What follows belongs to an exercise in optimizing a design on an open flow for small area, a short achievable clock period and few clock cycles; a production flow would make more cautious choices.
Only simulation tests tie the RTL to the original design; equivalence was not proved.

===== flow/design.v =====
package smac_pkg;
   localparam int IN_W      = 16;
   localparam int DT_W      = 20;
   localparam int DTC_W     = 15;
   localparam int INERTIA_W = 20;
   localparam int GAIN_W    = 24;
   localparam int POWER_W   = 31;
   localparam int SUM_W     = 56;
   localparam int NUM_W     = 56;
   localparam int MUL_W     = 32;
   localparam int TIME_W    = 20;
   localparam int CSR_AW    = 4;
   localparam int CSR_DW    = 32;
   localparam int FRAC_BITS_DEF = 10;
   localparam int WINDOW_US_DEF = 500000;
   localparam logic [63:0] PI_Q30 = 64'd3373259426;
   localparam logic [DTC_W-1:0] DT_MIN = DTC_W'(125);
   localparam logic [DTC_W-1:0] DT_MAX = DTC_W'(20000);
   localparam logic signed [IN_W-1:0] DRIVE_MAX = 16'sh7FFF;
   localparam logic signed [IN_W-1:0] DRIVE_MIN = 16'sh8000;
   localparam logic [INERTIA_W-1:0] INERTIA_ROLL_RST  = INERTIA_W'(20000);
   localparam logic [INERTIA_W-1:0] INERTIA_PITCH_RST = INERTIA_W'(20000);
   localparam logic [INERTIA_W-1:0] INERTIA_YAW_RST   = INERTIA_W'(40000);
   localparam logic [GAIN_W-1:0]    TORQUE_GAIN_RST   = GAIN_W'(250000);
   localparam logic [1:0] REG_INERTIA_ROLL  = 2'd0;
   localparam logic [1:0] REG_INERTIA_PITCH = 2'd1;
   localparam logic [1:0] REG_INERTIA_YAW   = 2'd2;
   localparam logic [1:0] REG_TORQUE_GAIN   = 2'd3;
endpackage
import smac_pkg::*;
module smac_sq16 (
   input  logic [15:0] m,
   output logic [31:0] sq
);
   logic [15:0][31:0] rows;
   always_comb begin
      for (int i = 0; i < 16; i++) begin
         rows[i] = '0;
         if (m[i]) begin
            rows[i][2*i] = 1'b1;
            for (int j = i + 1; j < 16; j++) rows[i][i+j+1] = m[j];
         end
      end
   end
   always_comb begin
      sq = '0;
      for (int i = 0; i < 16; i++) sq = sq + rows[i];
   end
endmodule
import smac_pkg::*;
module smac_dstep #(
   parameter int K = 1
) (
   input  logic [23:0] g,
   input  logic [23:0] r_i,
   input  logic [15:0] x_i,
   output logic [23:0] r_o,
   output logic [15:0] x_o
);
   always_comb begin
      logic [24:0] rr;
      logic [25:0] df;
      r_o = r_i;
      x_o = x_i;
      for (int k = 0; k < K; k++) begin
         rr = {r_o, x_o[15]};
         df = {1'b0, rr} - {2'b00, g};
         if (!df[25]) r_o = df[23:0];
         else         r_o = rr[23:0];
         x_o = {x_o[14:0], !df[25]};
      end
   end
endmodule
module smac_pdiv #(
   parameter int K   = 2,
   parameter int NIT = 38
) (
   input  logic        clock,
   input  logic        reset,
   input  logic        start,
   input  logic [55:0] dvd,
   input  logic [18:0] dvs,
   output logic        busy,
   output logic        last,
   output logic [30:0] quo
);
   localparam int NCYC  = NIT / K;
   localparam int CNT_W = $clog2(NCYC + 1);
   logic [18:0]      r_ff;
   logic [NIT-1:0]   x_ff;
   logic             busy_ff;
   logic [CNT_W-1:0] cnt_ff;
   logic [18:0]    r_nx;
   logic [NIT-1:0] x_nx;
   always_comb begin
      logic [19:0] rr;
      logic [20:0] df;
      r_nx = r_ff;
      x_nx = x_ff;
      for (int k = 0; k < K; k++) begin
         rr = {r_nx, x_nx[NIT-1]};
         df = {1'b0, rr} - {2'b00, dvs};
         if (!df[20]) r_nx = df[18:0];
         else         r_nx = rr[18:0];
         x_nx = {x_nx[NIT-2:0], !df[20]};
      end
   end
   always_ff @(posedge clock) begin
      if (reset) begin
         busy_ff <= 1'b0;
      end else if (start) begin
         busy_ff <= 1'b1;
      end else if (busy_ff && cnt_ff == CNT_W'(NCYC - 1)) begin
         busy_ff <= 1'b0;
      end
      if (start) begin
         cnt_ff <= '0;
         r_ff   <= 19'(dvd >> NIT);
         x_ff   <= dvd[NIT-1:0];
      end else if (busy_ff) begin
         cnt_ff <= cnt_ff + CNT_W'(1);
         r_ff   <= r_nx;
         x_ff   <= x_nx;
      end
   end
   assign busy = busy_ff;
   assign last = busy_ff && (cnt_ff == CNT_W'(NCYC - 1));
   assign quo  = x_ff[30:0];
endmodule
import smac_pkg::*;
module sliding_mode_attitude_control #(
   parameter int FRAC_BITS = smac_pkg::FRAC_BITS_DEF,
   parameter int WINDOW_US = smac_pkg::WINDOW_US_DEF
) (
   input  logic                                    clock,
   input  logic                                    reset,
   input  logic                                    req_valid,
   output logic                                    req_stall,
   input  logic signed [smac_pkg::IN_W-1:0]        req_roll_angle,
   input  logic signed [smac_pkg::IN_W-1:0]        req_pitch_angle,
   input  logic signed [smac_pkg::IN_W-1:0]        req_yaw_angle,
   input  logic signed [smac_pkg::IN_W-1:0]        req_roll_target,
   input  logic signed [smac_pkg::IN_W-1:0]        req_pitch_target,
   input  logic signed [smac_pkg::IN_W-1:0]        req_yaw_target,
   input  logic signed [smac_pkg::IN_W-1:0]        req_roll_rate,
   input  logic signed [smac_pkg::IN_W-1:0]        req_pitch_rate,
   input  logic signed [smac_pkg::IN_W-1:0]        req_yaw_rate,
   input  logic signed [smac_pkg::IN_W-1:0]        req_thrust_cmd,
   input  logic        [smac_pkg::DT_W-1:0]        req_elapsed_us,
   output logic                                    rsp_valid,
   input  logic                                    rsp_stall,
   output logic signed [smac_pkg::IN_W-1:0]        rsp_roll_drive,
   output logic signed [smac_pkg::IN_W-1:0]        rsp_pitch_drive,
   output logic signed [smac_pkg::IN_W-1:0]        rsp_yaw_drive,
   output logic signed [smac_pkg::IN_W-1:0]        rsp_throttle_drive,
   output logic                                    rsp_power_ready,
   output logic        [smac_pkg::POWER_W-1:0]     rsp_roll_power,
   output logic        [smac_pkg::POWER_W-1:0]     rsp_pitch_power,
   output logic        [smac_pkg::POWER_W-1:0]     rsp_yaw_power,
   output logic        [smac_pkg::POWER_W-1:0]     rsp_throttle_power,
   input  logic                                    psel,
   input  logic                                    penable,
   input  logic                                    pwrite,
   input  logic        [smac_pkg::CSR_AW-1:0]      paddr,
   input  logic        [smac_pkg::CSR_DW-1:0]      pwdata,
   output logic        [smac_pkg::CSR_DW-1:0]      prdata,
   output logic                                    pready
);
   localparam logic signed [17:0] PI_FLOOR = 18'(PI_Q30 >> (30 - FRAC_BITS));
   localparam logic [TIME_W-1:0] WINDOW_LIM = TIME_W'(WINDOW_US);
   localparam int DS_N = 5;
   localparam int DS_K = 3;
   localparam int PD_K   = 2;
   localparam int PD_NIT = 38;
   logic [INERTIA_W-1:0] ixx_ff, iyy_ff, izz_ff;
   logic [GAIN_W-1:0]    gain_ff;
   logic                 csr_wr;
   logic [GAIN_W-1:0]    rd_sel;
   logic [GAIN_W-1:0]    prdata_ff;
   logic [2:0][INERTIA_W:0] cross_ff;
   assign pready = 1'b1;
   assign csr_wr = psel && penable && pwrite;
   always_ff @(posedge clock) begin
      if (reset) begin
         ixx_ff  <= INERTIA_ROLL_RST;
         iyy_ff  <= INERTIA_PITCH_RST;
         izz_ff  <= INERTIA_YAW_RST;
         gain_ff <= TORQUE_GAIN_RST;
      end else if (csr_wr) begin
         case (paddr[3:2])
            REG_INERTIA_ROLL:  ixx_ff  <= pwdata[INERTIA_W-1:0];
            REG_INERTIA_PITCH: iyy_ff  <= pwdata[INERTIA_W-1:0];
            REG_INERTIA_YAW:   izz_ff  <= pwdata[INERTIA_W-1:0];
            default:           gain_ff <= pwdata[GAIN_W-1:0];
         endcase
      end
   end
   always_comb begin
      case (paddr[3:2])
         REG_INERTIA_ROLL:  rd_sel = GAIN_W'(ixx_ff);
         REG_INERTIA_PITCH: rd_sel = GAIN_W'(iyy_ff);
         REG_INERTIA_YAW:   rd_sel = GAIN_W'(izz_ff);
         default:           rd_sel = gain_ff;
      endcase
   end
   always_ff @(posedge clock) begin
      prdata_ff   <= rd_sel;
      cross_ff[0] <= {1'b0, iyy_ff} - {1'b0, izz_ff};
      cross_ff[1] <= {1'b0, izz_ff} - {1'b0, ixx_ff};
      cross_ff[2] <= {1'b0, ixx_ff} - {1'b0, iyy_ff};
   end
   assign prdata = CSR_DW'(prdata_ff);
   logic run_ff, stall_ff;
   logic run;
   assign run = run_ff;
   logic              v0;
   logic [2:0][15:0]  ang0, tgt0, w0;
   logic [15:0]       thr0;
   logic [DT_W-1:0]   dt0;
   always_ff @(posedge clock) begin
      if (reset)    v0 <= 1'b0;
      else if (run) v0 <= req_valid;
      if (run) begin
         ang0[0] <= req_roll_angle;  ang0[1] <= req_pitch_angle;  ang0[2] <= req_yaw_angle;
         tgt0[0] <= req_roll_target; tgt0[1] <= req_pitch_target; tgt0[2] <= req_yaw_target;
         w0[0]   <= req_roll_rate;   w0[1]   <= req_pitch_rate;   w0[2]   <= req_yaw_rate;
         thr0    <= req_thrust_cmd;
         dt0     <= req_elapsed_us;
      end
   end
   logic [2:0][18:0]  term_c;
   logic [2:0][31:0]  p_c;
   logic [DTC_W-1:0]  dtc_c;
   logic [TIME_W-1:0] time_ff, time_new;
   logic [18:0]       tsnap_ff;
   logic              close_c;
   always_comb begin
      for (int a = 0; a < 3; a++) begin
         logic signed [17:0] t, s, sg;
         t  = ($signed(tgt0[a]) <= PI_FLOOR) ? 18'($signed(tgt0[a])) : 18'sd0;
         s  = 18'($signed(w0[a])) - t + 18'($signed(ang0[a]));
         sg = (s > 0) ? 18'sd1024 : ((s < 0) ? -18'sd1024 : 18'sd0);
         term_c[a] = 19'(t) - 19'($signed(ang0[a])) - (19'($signed(w0[a])) <<< 1) - 19'(sg);
      end
      dtc_c = (dt0 < DT_W'(DT_MIN)) ? DT_MIN :
              (dt0 > DT_W'(DT_MAX)) ? DT_MAX : dt0[DTC_W-1:0];
   end
   logic signed [31:0] p0_c, p1_c, p2_c;
   assign p0_c = $signed(w0[1]) * $signed(w0[2]);
   assign p1_c = $signed(w0[0]) * $signed(w0[2]);
   assign p2_c = $signed(w0[0]) * $signed(w0[1]);
   assign p_c[0] = p0_c;
   assign p_c[1] = p1_c;
   assign p_c[2] = p2_c;
   assign time_new = time_ff + TIME_W'(dtc_c);
   assign close_c  = (time_new > WINDOW_LIM);
   always_ff @(posedge clock) begin
      if (reset) begin
         time_ff <= '0;
      end else if (run && v0) begin
         time_ff <= close_c ? '0 : time_new;
      end
      if (run && v0 && close_c) tsnap_ff <= time_new[18:0];
   end
   logic              v1, cl1;
   logic [2:0][18:0]  term1;
   logic [2:0][31:0]  p1;
   logic [15:0]       thr1;
   logic [DTC_W-1:0]  dt1;
   always_ff @(posedge clock) begin
      if (reset)    v1 <= 1'b0;
      else if (run) v1 <= v0;
      if (run) begin
         cl1   <= close_c;
         term1 <= term_c;
         p1    <= p_c;
         thr1  <= thr0;
         dt1   <= dtc_c;
      end
   end
   logic [2:0][38:0] a_c;
   logic [2:0][51:0] b_c;
   logic [2:0][INERTIA_W-1:0] inertia;
   assign inertia[0] = ixx_ff;
   assign inertia[1] = iyy_ff;
   assign inertia[2] = izz_ff;
   generate
      for (genvar a = 0; a < 3; a++) begin : g_s2
         logic signed [38:0] am;
         logic signed [51:0] bm;
         assign am = $signed({1'b0, inertia[a]}) * $signed(term1[a]);
         assign bm = $signed(cross_ff[a]) * $signed(p1[a]);
         assign a_c[a] = am;
         assign b_c[a] = bm;
      end
   endgenerate
   logic              v2, cl2;
   logic [2:0][38:0]  a2;
   logic [2:0][51:0]  b2;
   logic [15:0]       thr2;
   logic [DTC_W-1:0]  dt2;
   always_ff @(posedge clock) begin
      if (reset)    v2 <= 1'b0;
      else if (run) v2 <= v1;
      if (run) begin
         cl2  <= cl1;
         a2   <= a_c;
         b2   <= b_c;
         thr2 <= thr1;
         dt2  <= dt1;
      end
   end
   logic [2:0][23:0] r3_c;
   logic [2:0][15:0] x3_c;
   logic [2:0]       ovf_c, neg_c, nz_c;
   generate
      for (genvar a = 0; a < 3; a++) begin : g_s3
         logic signed [51:0] d1, d2;
         logic [51:0]        mag;
         logic [40:0]        m;
         assign d1  = ($signed(a2[a]) <<< 10) - $signed(b2[a]);
         assign d2  = $signed(b2[a]) - ($signed(a2[a]) <<< 10);
         assign mag = d1[51] ? d2 : d1;
         assign m   = mag[50:10];
         assign neg_c[a] = d1[51];
         assign nz_c[a]  = |d1;
         assign ovf_c[a] = (m[40:16] >= {1'b0, gain_ff});
         smac_dstep #(.K(1)) u_step (
            .g   (gain_ff),
            .r_i (m[39:16]),
            .x_i (m[15:0]),
            .r_o (r3_c[a]),
            .x_o (x3_c[a])
         );
      end
   endgenerate
   logic [DS_N:0]            vd, cld;
   logic [DS_N:0][2:0][23:0] rd;
   logic [DS_N:0][2:0][15:0] xd;
   logic [DS_N:0][2:0]       ovfd, negd, nzd;
   logic [DS_N:0][15:0]      thrd;
   logic [DS_N:0][DTC_W-1:0] dtd;
   always_ff @(posedge clock) begin
      if (reset)    vd[0] <= 1'b0;
      else if (run) vd[0] <= v2;
      if (run) begin
         cld[0]  <= cl2;
         rd[0]   <= r3_c;
         xd[0]   <= x3_c;
         ovfd[0] <= ovf_c;
         negd[0] <= neg_c;
         nzd[0]  <= nz_c;
         thrd[0] <= thr2;
         dtd[0]  <= dt2;
      end
   end
   logic [DS_N:1][2:0][23:0] rd_c;
   logic [DS_N:1][2:0][15:0] xd_c;
   generate
      for (genvar st = 1; st <= DS_N; st++) begin : g_div
         for (genvar a = 0; a < 3; a++) begin : g_ax
            smac_dstep #(.K(DS_K)) u_step (
               .g   (gain_ff),
               .r_i (rd[st-1][a]),
               .x_i (xd[st-1][a]),
               .r_o (rd_c[st][a]),
               .x_o (xd_c[st][a])
            );
         end
      end
   endgenerate
   always_ff @(posedge clock) begin
      for (int st = 1; st <= DS_N; st++) begin
         if (reset)    vd[st] <= 1'b0;
         else if (run) vd[st] <= vd[st-1];
         if (run) begin
            cld[st]  <= cld[st-1];
            rd[st]   <= rd_c[st];
            xd[st]   <= xd_c[st];
            ovfd[st] <= ovfd[st-1];
            negd[st] <= negd[st-1];
            nzd[st]  <= nzd[st-1];
            thrd[st] <= thrd[st-1];
            dtd[st]  <= dtd[st-1];
         end
      end
   end
   logic [3:0][15:0] mag_c, drv_c;
   logic [3:0][31:0] sq_c;
   always_comb begin
      for (int a = 0; a < 3; a++) begin
         logic [15:0] q;
         q = xd[DS_N][a];
         if (!nzd[DS_N][a])                  mag_c[a] = 16'd0;
         else if (ovfd[DS_N][a] || q[15])    mag_c[a] = negd[DS_N][a] ? 16'd32768 : 16'd32767;
         else                                mag_c[a] = q;
         drv_c[a] = negd[DS_N][a] ? 16'(-mag_c[a]) : mag_c[a];
      end
      mag_c[3] = thrd[DS_N][15] ? 16'(-thrd[DS_N]) : thrd[DS_N];
      drv_c[3] = thrd[DS_N];
   end
   generate
      for (genvar k = 0; k < 4; k++) begin : g_sq
         smac_sq16 u_sq (.m(mag_c[k]), .sq(sq_c[k]));
      end
   endgenerate
   logic              v9, cl9;
   logic [3:0][15:0]  drv9;
   logic [3:0][30:0]  sq9;
   logic [DTC_W-1:0]  dt9;
   always_ff @(posedge clock) begin
      if (reset)    v9 <= 1'b0;
      else if (run) v9 <= vd[DS_N];
      if (run) begin
         cl9  <= cld[DS_N];
         drv9 <= drv_c;
         for (int k = 0; k < 4; k++) sq9[k] <= sq_c[k][30:0];
         dt9  <= dtd[DS_N];
      end
   end
   logic [3:0][SUM_W-1:0] e_ff, e_new;
   logic                  pd_start;
   logic [3:0]            pd_busy, pd_last;
   logic [3:0][30:0]      pd_quo;
   always_comb begin
      for (int k = 0; k < 4; k++)
         e_new[k] = e_ff[k] + sq9[k] * dt9;
   end
   assign pd_start = run && v9 && cl9;
   always_ff @(posedge clock) begin
      if (reset) begin
         e_ff <= '0;
      end else if (run && v9) begin
         e_ff <= cl9 ? '0 : e_new;
      end
   end
   generate
      for (genvar k = 0; k < 4; k++) begin : g_pd
         smac_pdiv #(.K(PD_K), .NIT(PD_NIT)) u_pdiv (
            .clock (clock),
            .reset (reset),
            .start (pd_start),
            .dvd   (e_new[k]),
            .dvs   (tsnap_ff),
            .busy  (pd_busy[k]),
            .last  (pd_last[k]),
            .quo   (pd_quo[k])
         );
      end
   endgenerate
   logic              vr, rdyr;
   logic [3:0][15:0]  drvr;
   always_ff @(posedge clock) begin
      if (reset)    vr <= 1'b0;
      else if (run) vr <= v9;
      if (run) begin
         rdyr <= cl9;
         drvr <= drv9;
      end
   end
   logic              vo, rdyo, vs, rdys;
   logic [3:0][15:0]  drvo, drvs;
   logic              pop, push, o_free;
   logic              vo_nx, vs_nx, pd_busy_nx;
   assign pop    = vo && !rsp_stall;
   assign push   = run && vr;
   assign o_free = !vo || pop;
   always_comb begin
      if (o_free) begin
         vo_nx = vs || push;
         vs_nx = vs && push;
      end else begin
         vo_nx = vo;
         vs_nx = vs || push;
      end
      pd_busy_nx = pd_start || (pd_busy[0] && !pd_last[0]);
   end
   always_ff @(posedge clock) begin
      if (reset) begin
         vo       <= 1'b0;
         vs       <= 1'b0;
         run_ff   <= 1'b1;
         stall_ff <= 1'b0;
      end else begin
         vo       <= vo_nx;
         vs       <= vs_nx;
         run_ff   <= !(vo_nx && vs_nx) && !pd_busy_nx;
         stall_ff <= (vo_nx && vs_nx) || pd_busy_nx;
      end
      if (o_free) begin
         if (vs) begin
            drvo <= drvs;
            rdyo <= rdys;
         end else begin
            drvo <= drvr;
            rdyo <= rdyr;
         end
      end
      if (push && !(o_free && !vs)) begin
         drvs <= drvr;
         rdys <= rdyr;
      end
   end
   assign req_stall          = stall_ff;
   assign rsp_valid          = vo;
   assign rsp_roll_drive     = drvo[0];
   assign rsp_pitch_drive    = drvo[1];
   assign rsp_yaw_drive      = drvo[2];
   assign rsp_throttle_drive = drvo[3];
   assign rsp_power_ready    = rdyo;
   assign rsp_roll_power     = rdyo ? pd_quo[0] : '0;
   assign rsp_pitch_power    = rdyo ? pd_quo[1] : '0;
   assign rsp_yaw_power      = rdyo ? pd_quo[2] : '0;
   assign rsp_throttle_power = rdyo ? pd_quo[3] : '0;
endmodule

===== flow/run.sh =====
#!/bin/bash
# synth_recipe.tcl (not shown) runs the flow's synth.tcl, then flattens the netlist and writes it again
# the make line also repeats each setting of config.mk as NAME=value (left out here)
make -C /OpenROAD-flow-scripts/flow DESIGN_CONFIG=/design/flow/config.mk WORK_HOME=/design/flow/orfs CLKGATE_MAP_FILE= SYNTH_SCRIPT=/design/flow/synth_recipe.tcl finish

===== flow/config.mk =====
export PLATFORM = sky130hd
export DESIGN_NAME = sliding_mode_attitude_control
export DESIGN_NICKNAME = sliding_mode_attitude_control
export VERILOG_FILES = /design/flow/design.v
export SDC_FILE = /design/flow/constraint.sdc
export NUM_CORES = 4
export LEC_CHECK = 0
export CAP_MARGIN = 20
export CORE_MARGIN = 8
export CORE_UTILIZATION = 40
export SLEW_MARGIN = 20

===== flow/constraint.sdc =====
create_clock -name core_clock -period 20.0 [get_ports {clock}]
set_input_delay 4.0000 -clock core_clock [delete_from_list [all_inputs] [get_ports {clock}]]
set_output_delay 4.0000 -clock core_clock [all_outputs]
set_load 0.01 [all_outputs]

==> impl_metrics.toml <==
[status]
outcome = "finished clean"

[placement]
place_inst = 54350
io_buffers = 427
place_area_um2 = 411000
gp_congestion = 0.926
place_hpwl_mm = 916

[timing]
whs_ps = 361
maxSlewViolCount = 0
worst_pin_slew_ps = 1220
relSlewSlack = 0.188
min_period_ps = 13480
finalCritPeriodShare = 0.674
fin_tns_setup_ps = 0
setup_viol = 0
finClkSkew_ps = 95.0
rsz0062_at_grt = "no"
clock.fmax_ghz = 0.0742
hold_violations = 0

[clock_network]
hold_buffers = 0
cts_num_sinks = 2656
post-cts-setup-buffers = 0
cts_buffer_depth = 4
clk_latency_ps = 1030
numCtsBuffers = 330
ctsResizeCount = 0
clk_root_buffer_cell = "clkbuf_16"
cts_tree = "built"
path_clk_slew_ps = 50
htreeDepth = 5

[yosys]
yosys_warnings = 5
ys_types = 103
yosysSeqAreaShare = 0.192
netlist_area_um2 = 392000
synth-edff-count = 2198
yosysTopAreaCell = "fa_1"
syn_area_per_cell_um2 = 9.34
yosys-top-cells-area = "fa_1 (29%), edfxtp_1 (17%), ha_1 (12%), inv_1 (6.6%), nand2_1 (5.4%)"
syn_inst = 41978
yosys.area.top_type_share = 0.294
yosys_register_bits = 2656
synthArstFlopShare = 0
ys_top_cells_by_count = "inv_1 (6905), fa_1 (5756), nand2_1 (5622), ha_1 (3781), nor2_1 (2204)"
yosysMostFrequentCell = "inv_1"
synthFlopType = "edfxtp_1"

[floorplanning]
io_pins = 447
core_area_um2 = 977000
rows = 363
die_w_mm = 1.01
dieArea_um2 = 1010000
die_h_mm = 1.01
start_util = 0.401

[global_routing]
grt_pass1_vias = 308967
grt_pass1_wl_mm = 1790
antenna_found_initial = 107
grt_overflow = 0
grt_max_degree = 165
grtUsageTotal = 0.225

[critical_path]
worst_path_max_delay_cell = "or3_1"
worstPathRequired_ps = 20670
critical_path.max_fanout = 21
cp_num_buf_inv = 8
worstSetupPathType = "flop to flop"
arrival_ps = 14150
cpLargestDelayFamily = "compound AO/OA/AOI/OAI gates"
cpPeakStageDelay_ps = 730
cpMostUsedCell = "buf_4"
start_kind = "flop"
critPathCaptureType = "flop"

[detailed_routing]
drcViolationCount = 0
via_per_inst = 5.36
drtAntennaViolNets = 0
wl_per_cell_um = 21.0
vias = 295349
first_pass_iters = 7
first_iter_violations = 19713
wl_mm = 1160

[finish]
postLayoutCoreUtil = 0.433
drive_above_1_share = 0.0430
fin_area_um2 = 423000
fin_nets = 51491
stdcell_count = 55097
area_growth_pct = 7.95

[job]
max_cap_viol_count = 0

[min_path]
hold_path.class = "flop to flop"
[stage by stage]
stage / setup WS, ps
4_1_cts: 6680
3_5_place_dp: 6630
3_3_place_gp: 6490
5_1_grt: 5820
2_1_floorplan: 3680
6_report: 6520
[kinds of logic after synthesis]
| kind of cell | Yosys count | synth area share |
|---|---|---|
| XOR/XNOR | 2021 | 0.0451 |
| buffers and inverters | 8604 | 0.0826 |
| adder cells (fa/ha/maj) | 9537 | 0.415 |
| AND/OR/NAND/NOR | 11971 | 0.139 |
| AO/OA/AOI/OAI | 6335 | 0.102 |
| other | 2 | 0.0000192 |
| flip-flops | 2656 | 0.192 |
| multiplexers | 852 | 0.0246 |
[registers in the layout, indices dropped and copies added, names as in the netlist, 57 cells and up]
signal and cells:
g_pd.u_pdiv.x_ff 152, xd 288, dtd 90, drvo 64, sq9 116, term1 57, g_pd.u_pdiv.r_ff 76, drvr 64
e_ff 224, drv9 64, cross_ff 63, thrd 96, b2 156, p1 96, a2 117, g_div.g_ax.u_step.r_i 360
drvs 64
[worst paths after layout]
| path | from | to | slack (ps) | cells past startpoint |
|---|---|---|---|---|
| max | gain_ff[0] | g_div[4].g_ax[1].u_step.r_i[12] | 6520 | 47 |
| min | xd[37] | xd[88] | 360 | 0 |
| max reg2reg | gain_ff[0] | g_div[4].g_ax[1].u_step.r_i[12] | 6520 | 47 |
| min reg2reg | xd[37] | xd[88] | 360 | 0 |
[layout make-up]
type                       count  area (um2)
timing repair buffer        1017        9050
multi-input combinational  30774      285000
inverter                    6952       26100
clock buffer                 395        8790
clock inverter               213        2500
tap                        12957       16200
sequential                  2656       75200
antenna                      133         333
fill                       93951      554000
[worst reg2reg max path, delay by kind of cell (launching register included)]
| family | cells | cell delay [ps] |
|---|---|---|
| AOI/OAI and AO/OA | 22 | 5870 |
| and+or+nand+nor | 13 | 3060 |
| buffers and inverters | 8 | 2400 |
| adders and majority gates | 3 | 820 |
| DFF | 1 | 610 |
| muxes | 1 | 450 |
[layout by cell type (no fill, tap or decap), types with 438 or more instances in the layout]
master / n
xor2_1: 638
and2_1: 1788
xnor2_1: 1382
a21o_1: 765
nor2_1: 2199
ha_1: 3780
buf_4: 561
a21oi_1: 1914
edfxtp_1: 2198
inv_1: 6882
o21ai_0: 1105
fa_1: 5756
o21a_1: 438
nand2_1: 5618
[per-layer routing]
metal	up-vias	share of wire	routed length, um	global-route usage
met3	2163	0.059	68400	0.0273
met4	36	0.052	60500	0.0993
met2	9030	0.47	547000	0.381
met1	149276	0.42	482000	0.289
met5	-	0.00020	237	0
li1	134844	-	-	-
Testbench counts, summed over its fixed seeds: cycles 2,648.

port drivers added, routing unchanged:
In the flow no input, the clock included, has a driving cell. The finished layout below was timed again as built, in two steps. Step 1 sets driving cells, clkbuf_16 on the clock port and buf_2 on the other inputs (assumed; they add their load-dependent delay and slew). Step 2 adds t to the input delays and takes it off the output delays; t is the mean of the earliest and latest rising clock arrival at the registers after step 1. Input paths then give back, and output paths get back, about the clock's delay inside the block. a / b / c = ideal ports / drivers / drivers and shift; a / b = the first two.
t, ns: 1.133
setup WS [ns]: 6.523 / 6.523 / 6.523
latest minus earliest clock arrival (ns): 0.113 / 0.113
After both steps this run still meets setup and hold. For this run, drivers alone change the setup slack by 0.000 ns; drivers and shift together by 0.000 ns.
